Context: an optimization exercise on an open-source flow, tuned for small area and a short achievable clock period. The choices shown serve that exercise and are no tape-out recipe. Where RTL was checked, it was by simulation tests only, not by an equivalence proof against the original. Power and IR drop assume default switching activity.

## dense2_argmax
module dense2_argmax
(
  input  logic                clk,
  input  logic                rst,
  input  logic                in_valid,
  input  logic                frame_start_in,
  input  logic                frame_end_in,
  input  logic [dense2_pkg::DW-1:0]       dense_input,
  output logic                rom_en,
  output logic [dense2_pkg::AW-1:0]       rom_addr,
  input  logic [dense2_pkg::N_OUT*dense2_pkg::DW-1:0] rom_data,
  output logic                out_valid,
  output logic                frame_start_out,
  output logic                frame_end_out,
  output logic [dense2_pkg::DW-1:0]       logit_out,
  output logic                class_valid,
  output logic [dense2_pkg::IDX_W-1:0]    class_idx,
  output logic                err
);
clock: 11.0 ns
lec_check: 0
abc_area: 1
cap_margin: 20
core_margin: 2
core_utilization: 40
cts_buf_list: sky130_fd_sc_hd__clkbuf_4 sky130_fd_sc_hd__clkbuf_8
place_density: 0.6
setup_slack_margin: 5
slew_margin: 20
standard.sh (not shown) runs the stock make flow with config.mk's settings and CLKGATE_MAP_FILE= SYNTH_SCRIPT=/design/flow/synth_recipe.tcl, a recipe that flattens the netlist after the stock synthesis.
==> flow/flow/run.sh <==
#!/bin/bash
# The standard layout (standard.sh: unchanged synthesis, floorplan, place,
# CTS, route) with three changes:
#  - repair_timing aims for 5.8 ns of setup slack at the design's 11 ns clock;
#  - ports are buffered with buf_2 cells instead of the default delay cells;
#  - after synthesis, invpush.py removes inverters between full-adder cells by
#    flipping adders (a full adder is self-dual), leaving registers, ports and
#    all other cells as synthesis made them.
# Each tool's output goes to a log here; ORFS keeps its step logs under orfs/logs.
set -euo pipefail
sed 's/SETUP_SLACK_MARGIN=[0-9.]*/SETUP_SLACK_MARGIN=5.8 "BUFFER_PORTS_ARGS=-buffer_cell sky130_fd_sc_hd__buf_2"/' standard.sh > standard_margin.sh
grep -q 'SETUP_SLACK_MARGIN=5.8 "BUFFER_PORTS_ARGS' standard_margin.sh
bash standard_margin.sh synth > synth.log 2>&1
NET=orfs/results/sky130hd/dense2_argmax/base/1_2_yosys.v
cp "$NET" 1_2_yosys.standard.v
python3 flow/invpush.py 1_2_yosys.standard.v "$NET" > invpush.log 2>&1
touch "$NET"
bash standard_margin.sh > standard.log 2>&1
Other scripts of this flow, unchanged in this note and not shown: flow/flow/invpush.py
The starting point ran to the end with no violations.
==> next run, changes <==
--- a/flow/design.v
+++ b/flow/design.v
@@ -27,12 +27,15 @@
   input  logic [7:0]    two,
   input  logic [7:0]    neg,
   input  logic [15:0]   w,
   output logic [29:0]   s,
   output logic [29:0]   c
 );
+  logic [29:0] sn, cn;
+  assign s = ~sn;
+  assign c = ~cn;
   wire [29:0] sm = (s & {30{keep}}) | (nxt_s & {30{shift}});
   wire [29:0] cm = (c & {30{keep}}) | (nxt_c & {30{shift}});
   wire p1 = ((one[0] & w[0]) ^ neg[0]);
   wire p2 = (((one[0] & w[1]) | (two[0] & w[0])) ^ neg[0]);
   wire p3 = (((one[0] & w[2]) | (two[0] & w[1])) ^ neg[0]);
   wire p4 = (((one[0] & w[3]) | (two[0] & w[2])) ^ neg[0]);
@@ -495,14 +498,14 @@
   wire s461 = 1'b1 ^ sm[29] ^ cm[29];
   wire c462 = (1'b1 & sm[29]) | (1'b1 & cm[29]) | (sm[29] & cm[29]);
   wire s463 = c458 ^ s461 ^ c460;
   wire c464 = (c458 & s461) | (c458 & c460) | (s461 & c460);
   wire [8:0] low_sum = {1'b0, c154, s153, s147, s143, s139, s137, p2, p1} + {1'b0, s159, 1'b0, 1'b0, 1'b0, 1'b0, 1'b0, 1'b0, neg[0]};
   always_ff @(posedge clk) begin
-    s <= {s463, s459, s455, s451, s447, c440, s439, c432, s431, c420, s419, c404, s403, c384, s383, c360, s359, c332, s331, c300, s299, s281, c248, c232, c218, c204, c192, c180, c170, s169};
-    c <= {1'b0, 1'b0, 1'b0, 1'b0, 1'b0, s443, 1'b0, s435, 1'b0, s425, 1'b0, s411, 1'b0, s393, 1'b0, s371, 1'b0, s345, 1'b0, s315, 1'b0, 1'b0, s263, s247, s231, s217, s203, s191, s179, low_sum[8]};
+    sn <= ~{s463, s459, s455, s451, s447, c440, s439, c432, s431, c420, s419, c404, s403, c384, s383, c360, s359, c332, s331, c300, s299, s281, c248, c232, c218, c204, c192, c180, c170, s169};
+    cn <= ~{1'b0, 1'b0, 1'b0, 1'b0, 1'b0, s443, 1'b0, s435, 1'b0, s425, 1'b0, s411, 1'b0, s393, 1'b0, s371, 1'b0, s345, 1'b0, s315, 1'b0, 1'b0, s263, s247, s231, s217, s203, s191, s179, low_sum[8]};
   end
 endmodule
 module dense2_argmax
 (
   input  logic                clk,
   input  logic                rst,
@@ -541,16 +544,14 @@
   assign st_bias_add = state[dense2_pkg::I_BIAS_ADD];
   assign st_out      = state[dense2_pkg::I_OUT];
   assign st_class    = state[dense2_pkg::I_CLASS];
   logic [dense2_pkg::DW-1:0] sample_n;
   logic [7:0] b_one_n, b_two_n, b_neg_n;
   logic [7:0] b_one, b_two, b_neg;
-  logic load_x;
-  assign load_x = in_valid && (st_idle || st_accum);
   always_comb begin
-    if (load_x) begin
+    if (take) begin
       sample_n = dense_input;
     end else if (st_bias_rd) begin
       sample_n = dense2_pkg::DW'(1 << dense2_pkg::FRAC_BITS);
     end else begin
       sample_n = '0;
     end
@@ -649,14 +650,14 @@
       end
     end
   end
   always_ff @(posedge clk) begin
     if (clear) begin
       cnt <= dense2_pkg::AW'(1);
-    end else if (in_valid) begin
-      cnt <= cnt + dense2_pkg::AW'(1);    
+    end else if (take) begin
+      cnt <= cnt + dense2_pkg::AW'(1);
     end
     b_one <= b_one_n;
     b_two <= b_two_n;
     b_neg <= b_neg_n;
     if (st_bias_add) begin
       out_k <= '0;
- wire length is lower by 3.4%
- sequential power came out higher by about 2%
- cell area goes down by 1.2%
- non-clock buffer count decreases by 16
- synthesized cell count falls by about 3%
- fmax goes down by about 1.3%
- combinational power goes down by about 40%
- via count goes down by 1.9%
- power came out lower by about 30%
- first-iteration DRC count came out lower by about 18%
- final cell count falls by 2.8%
The RTL of the first run of this note was laid out without a check of its function.

---

Setup of run E:
dense2_argmax, a different RTL version from the one above (not shown whole).
Size in the first run: about 8,300 cells after synthesis, roughly 210 I/O pins, ~77,000 µm² of cells after synthesis.
==> module dense2_argmax, before the edit <==
module dense2_argmax
(
  input  logic                clk,
  input  logic                rst,
  input  logic                in_valid,
  input  logic                frame_start_in,
  input  logic                frame_end_in,
  input  logic [dense2_pkg::DW-1:0]       dense_input,
  output logic                rom_en,
  output logic [dense2_pkg::AW-1:0]       rom_addr,
  input  logic [dense2_pkg::N_OUT*dense2_pkg::DW-1:0] rom_data,
  output logic                out_valid,
  output logic                frame_start_out,
  output logic                frame_end_out,
  output logic [dense2_pkg::DW-1:0]       logit_out,
  output logic                class_valid,
  output logic [dense2_pkg::IDX_W-1:0]    class_idx,
  output logic                err
);
  localparam int unsigned W = dense2_pkg::ACC_W;
  logic [dense2_pkg::N_ST-1:0]   state;
  logic [dense2_pkg::N_ST-1:0]   state_n;
  logic [dense2_pkg::AW-1:0]     cnt;
  logic              clear;
  logic              take;
  logic              err_c;
  logic              keep_q;
  logic [dense2_pkg::DW-1:0]     sample_q;
  logic [dense2_pkg::IDX_W-1:0]  out_k;
  logic [dense2_pkg::DW-1:0]     best_val;
  logic [dense2_pkg::IDX_W-1:0]  best_idx;
  logic [W-1:0]      acc_s [dense2_pkg::N_OUT];
  logic [W-1:0]      acc_c [dense2_pkg::N_OUT];
  logic st_idle, st_accum, st_bias_rd, st_bias_add, st_out, st_class;
  assign st_idle     = state[dense2_pkg::I_IDLE];
  assign st_accum    = state[dense2_pkg::I_ACCUM];
  assign st_bias_rd  = state[dense2_pkg::I_BIAS_RD];
  assign st_bias_add = state[dense2_pkg::I_BIAS_ADD];
  assign st_out      = state[dense2_pkg::I_OUT];
  assign st_class    = state[dense2_pkg::I_CLASS];
  logic [7:0] b_one, b_two, b_neg;
  always_comb begin
    for (int k = 0; k < 8; k++) begin
      logic x0, x1, x2;
      x0 = (k == 0) ? 1'b0 : sample_q[2*k-1];
      x1 = sample_q[2*k];
      x2 = sample_q[2*k+1];
      b_one[k] = x1 ^ x0;
      b_two[k] = (x2 & ~x1 & ~x0) | (~x2 & x1 & x0);
      b_neg[k] = x2;
    end
  end
  for (genvar k = 0; k < dense2_pkg::N_OUT; k++) begin : g_neuron
    dense2_neuron_acc u_acc (
      .clk     (clk),
      .keep    (keep_q),
      .shift   (st_out),
      .nxt_s   ((k == dense2_pkg::N_OUT - 1) ? '0 : acc_s[(k + 1) % dense2_pkg::N_OUT]),
      .nxt_c   ((k == dense2_pkg::N_OUT - 1) ? '0 : acc_c[(k + 1) % dense2_pkg::N_OUT]),
      .one     (b_one),
      .two     (b_two),
      .neg     (b_neg),
      .w       (rom_data[k*dense2_pkg::DW +: dense2_pkg::DW]),
      .s       (acc_s[k]),
      .c       (acc_c[k])
    );
  end
  logic start_ok;    
  logic last_idx;    
  logic in_frame;    
  assign start_ok = in_valid && frame_start_in && !frame_end_in;
  assign last_idx = (cnt == dense2_pkg::AW'(dense2_pkg::N_IN - 1));
  assign in_frame = st_accum && in_valid && !frame_start_in;
  assign take   = (st_idle && start_ok) || (st_accum && in_valid);
  assign clear  = in_valid && frame_start_in && ((st_idle && !frame_end_in) || st_accum);
  assign rom_en = !rst && (take || st_bias_rd);
  always_comb begin
    rom_addr = '0;
    if (!rst && in_frame) begin
      rom_addr = cnt;
    end else if (!rst && st_bias_rd) begin
      rom_addr = dense2_pkg::AW'(dense2_pkg::N_IN);
    end
  end
  assign err_c = (st_idle && in_valid && frame_start_in && frame_end_in)
              || (st_accum && in_valid && (frame_start_in || (frame_end_in != last_idx)))
              || (!st_idle && !st_accum && in_valid);
  always_comb begin
    state_n = '0;
    state_n[dense2_pkg::I_IDLE]     = (st_idle && !start_ok)
                                   || (in_frame && (frame_end_in ? !last_idx : last_idx))
                                   || st_class;
    state_n[dense2_pkg::I_ACCUM]    = (st_idle && start_ok)
                                   || (st_accum && !(in_frame && (frame_end_in || last_idx)));
    state_n[dense2_pkg::I_BIAS_RD]  = in_frame && frame_end_in && last_idx;
    state_n[dense2_pkg::I_BIAS_ADD] = st_bias_rd;
    state_n[dense2_pkg::I_OUT]      = st_bias_add
                                   || (st_out && (out_k != dense2_pkg::IDX_W'(dense2_pkg::N_OUT - 1)));
    state_n[dense2_pkg::I_CLASS]    = st_out && (out_k == dense2_pkg::IDX_W'(dense2_pkg::N_OUT - 1));
  end
  logic [W-1:0]  sel_sum;
  logic [dense2_pkg::DW-1:0] logit_c;
  assign sel_sum = acc_s[0] + acc_c[0];
  assign logit_c = (sel_sum[W-1:dense2_pkg::DW-1] == {(W-dense2_pkg::DW+1){sel_sum[W-1]}})
                 ? sel_sum[dense2_pkg::DW-1:0]
                 : (sel_sum[W-1] ? dense2_pkg::SAT_MIN : dense2_pkg::SAT_MAX);
  logic              better;
  logic [dense2_pkg::IDX_W-1:0]  cur_idx;
  assign better  = frame_start_out || ($signed(logit_out) > $signed(best_val));
  assign cur_idx = out_k - dense2_pkg::IDX_W'(1);
  always_ff @(posedge clk) begin
    if (rst) begin
      state           <= dense2_pkg::N_ST'(1) << dense2_pkg::I_IDLE;
      cnt             <= '0;
      keep_q          <= 1'b0;
      sample_q        <= '0;
      out_k           <= '0;
      best_val        <= '0;
      best_idx        <= '0;
      out_valid       <= 1'b0;
      frame_start_out <= 1'b0;
      frame_end_out   <= 1'b0;
      logit_out       <= '0;
      class_valid     <= 1'b0;
      class_idx       <= '0;
      err             <= 1'b0;
    end else begin
      state           <= state_n;
      keep_q          <= !clear && !state_n[dense2_pkg::I_OUT];
      err             <= err_c;
      if (clear) begin
        cnt <= dense2_pkg::AW'(1);
      end else if (take) begin
        cnt <= cnt + dense2_pkg::AW'(1);
      end
      if (take) begin
        sample_q <= dense_input;
      end else if (st_bias_rd) begin
        sample_q <= dense2_pkg::DW'(1 << dense2_pkg::FRAC_BITS);
      end else begin
        sample_q <= '0;
      end
      if (st_bias_add) begin
        out_k <= '0;
      end else if (st_out) begin
        out_k <= out_k + dense2_pkg::IDX_W'(1);
      end
      out_valid       <= st_out;
      frame_start_out <= st_out && (out_k == '0);
      frame_end_out   <= st_out && (out_k == dense2_pkg::IDX_W'(dense2_pkg::N_OUT - 1));
      if (st_out) begin
        logit_out <= logit_c;
      end
      class_valid     <= st_class;
      if (st_class) begin
        class_idx <= better ? cur_idx : best_idx;
      end
      if (out_valid && better) begin
        best_val <= logit_out;
        best_idx <= cur_idx;
      end
    end
  end
endmodule
export LEC_CHECK = 0
export ABC_AREA = 1
export CAP_MARGIN = 20
export CORE_MARGIN = 2
export CORE_UTILIZATION = 40
export PLACE_DENSITY = 0.6
export SETUP_SLACK_MARGIN = 5
export SLEW_MARGIN = 20
create_clock -name core_clock -period 11.0 [get_ports {clk}]
==> flow/flow/run.sh <==
#!/bin/bash
# The standard layout (standard.sh: unchanged synthesis, floorplan, place,
# CTS, route) with three changes:
#  - repair_timing aims for 5.6 ns of setup slack at the design's 11 ns clock;
#  - ports are buffered with buf_2 cells instead of the default delay cells;
#  - after synthesis, invpush.py removes inverters between full-adder cells by
#    flipping adders (a full adder is self-dual), leaving registers, ports and
#    all other cells as synthesis made them.
# Each tool's output goes to a log here; ORFS keeps its step logs under orfs/logs.
set -euo pipefail
sed 's/SETUP_SLACK_MARGIN=[0-9.]*/SETUP_SLACK_MARGIN=5.6 "BUFFER_PORTS_ARGS=-buffer_cell sky130_fd_sc_hd__buf_2"/' standard.sh > standard_margin.sh
grep -q 'SETUP_SLACK_MARGIN=5.6 "BUFFER_PORTS_ARGS' standard_margin.sh
bash standard_margin.sh synth > synth.log 2>&1
NET=orfs/results/sky130hd/dense2_argmax/base/1_2_yosys.v
cp "$NET" 1_2_yosys.standard.v
python3 flow/invpush.py 1_2_yosys.standard.v "$NET" > invpush.log 2>&1
touch "$NET"
bash standard_margin.sh > standard.log 2>&1
Other scripts of this flow, unchanged in this note and not shown: flow/flow/invpush.py
Having completed the whole flow, run E delivered a layout that passed the timing, DRC and antenna checks.
Input changes introduced in run C (baseline for comparison: run E):
diff --git a/flow/design.v b/flow/design.v
--- a/flow/design.v
+++ b/flow/design.v
@@ -529,35 +529,43 @@
   logic [dense2_pkg::N_ST-1:0]   state_n;
   logic [dense2_pkg::AW-1:0]     cnt;
   logic              clear;
   logic              take;
   logic              err_c;
   logic              keep_q;
-  logic [dense2_pkg::DW-1:0]     sample_q;
   logic [dense2_pkg::IDX_W-1:0]  out_k;
   logic [dense2_pkg::DW-1:0]     best_val;
   logic [dense2_pkg::IDX_W-1:0]  best_idx;
   logic [W-1:0]      acc_s [dense2_pkg::N_OUT];
   logic [W-1:0]      acc_c [dense2_pkg::N_OUT];
   logic st_idle, st_accum, st_bias_rd, st_bias_add, st_out, st_class;
   assign st_idle     = state[dense2_pkg::I_IDLE];
   assign st_accum    = state[dense2_pkg::I_ACCUM];
   assign st_bias_rd  = state[dense2_pkg::I_BIAS_RD];
   assign st_bias_add = state[dense2_pkg::I_BIAS_ADD];
   assign st_out      = state[dense2_pkg::I_OUT];
   assign st_class    = state[dense2_pkg::I_CLASS];
+  logic [dense2_pkg::DW-1:0] sample_n;
+  logic [7:0] b_one_n, b_two_n, b_neg_n;
   logic [7:0] b_one, b_two, b_neg;
   always_comb begin
+    if (take) begin
+      sample_n = dense_input;
+    end else if (st_bias_rd) begin
+      sample_n = dense2_pkg::DW'(1 << dense2_pkg::FRAC_BITS);
+    end else begin
+      sample_n = '0;
+    end
     for (int k = 0; k < 8; k++) begin
       logic x0, x1, x2;
-      x0 = (k == 0) ? 1'b0 : sample_q[2*k-1];
-      x1 = sample_q[2*k];
-      x2 = sample_q[2*k+1];
-      b_one[k] = x1 ^ x0;
-      b_two[k] = (x2 & ~x1 & ~x0) | (~x2 & x1 & x0);
-      b_neg[k] = x2;
+      x0 = (k == 0) ? 1'b0 : sample_n[2*k-1];
+      x1 = sample_n[2*k];
+      x2 = sample_n[2*k+1];
+      b_one_n[k] = x1 ^ x0;
+      b_two_n[k] = (x2 & ~x1 & ~x0) | (~x2 & x1 & x0);
+      b_neg_n[k] = x2;
     end
   end
   for (genvar k = 0; k < dense2_pkg::N_OUT; k++) begin : g_neuron
     dense2_neuron_acc u_acc (
       .clk     (clk),
       .keep    (keep_q),
@@ -617,13 +625,15 @@
   assign cur_idx = out_k - dense2_pkg::IDX_W'(1);
   always_ff @(posedge clk) begin
     if (rst) begin
       state           <= dense2_pkg::N_ST'(1) << dense2_pkg::I_IDLE;
       cnt             <= '0;
       keep_q          <= 1'b0;
-      sample_q        <= '0;
+      b_one           <= '0;
+      b_two           <= '0;
+      b_neg           <= '0;
       out_k           <= '0;
       best_val        <= '0;
       best_idx        <= '0;
       out_valid       <= 1'b0;
       frame_start_out <= 1'b0;
       frame_end_out   <= 1'b0;
@@ -637,19 +647,15 @@
       err             <= err_c;
       if (clear) begin
         cnt <= dense2_pkg::AW'(1);
       end else if (take) begin
         cnt <= cnt + dense2_pkg::AW'(1);
       end
-      if (take) begin
-        sample_q <= dense_input;
-      end else if (st_bias_rd) begin
-        sample_q <= dense2_pkg::DW'(1 << dense2_pkg::FRAC_BITS);
-      end else begin
-        sample_q <= '0;
-      end
+      b_one           <= b_one_n;
+      b_two           <= b_two_n;
+      b_neg           <= b_neg_n;
       if (st_bias_add) begin
         out_k <= '0;
       end else if (st_out) begin
         out_k <= out_k + dense2_pkg::IDX_W'(1);
       end
       out_valid       <= st_out;
Notes after the runs:
- Going from run E to run C, critical path depth shrinks by 3.
- Run E leaves less setup margin than run C.
- In run C, the part of the cycle the worst path needs came out 0.56 points below the value in run E.
- Of run C and run E, run E shows the higher switching share of power, with run C below it.
- Summary of run C over run E: post-route total power lower; length of the first detailed-routing pass in iterations now sits lower.
The RTL of run C was laid out without a check of its function.

## separate check: timing with driven ports
In the flow no input, the clock included, has a driving cell. The finished layouts below were timed again as built, in two steps. Step 1, drivers: a clkbuf_16 drives clk and a buf_2 each remaining input, both assumed. Step 2 moves the port delays by t, midway between the first and last clock arrival at a register: inputs arrive t later, outputs are due t later. That takes back most of the time a late clock gives input paths. a / b / c = no drivers / after step 1 / after step 2; a / b = the first two.
| run | t (ns) | setup slack, ns | worst data-port slew with drivers (ns) |
|---|---|---|---|
| the first run of note 1 | 0.962 | 5.850 / 5.817 / 4.946 | 0.15 |
| the second run of note 1 | 0.942 | 5.782 / 5.741 / 5.001 | 0.09 |
| run E | 0.810 | 5.638 / 5.638 / 4.988 | 0.15 |
| run C | 0.805 | 5.699 / 5.694 / 4.985 | 0.10 |
After both steps setup and hold are still met in every run listed. For the first run of note 1, which loses most, drivers alone change the setup slack by -0.033 ns; drivers and shift together by -0.904 ns.
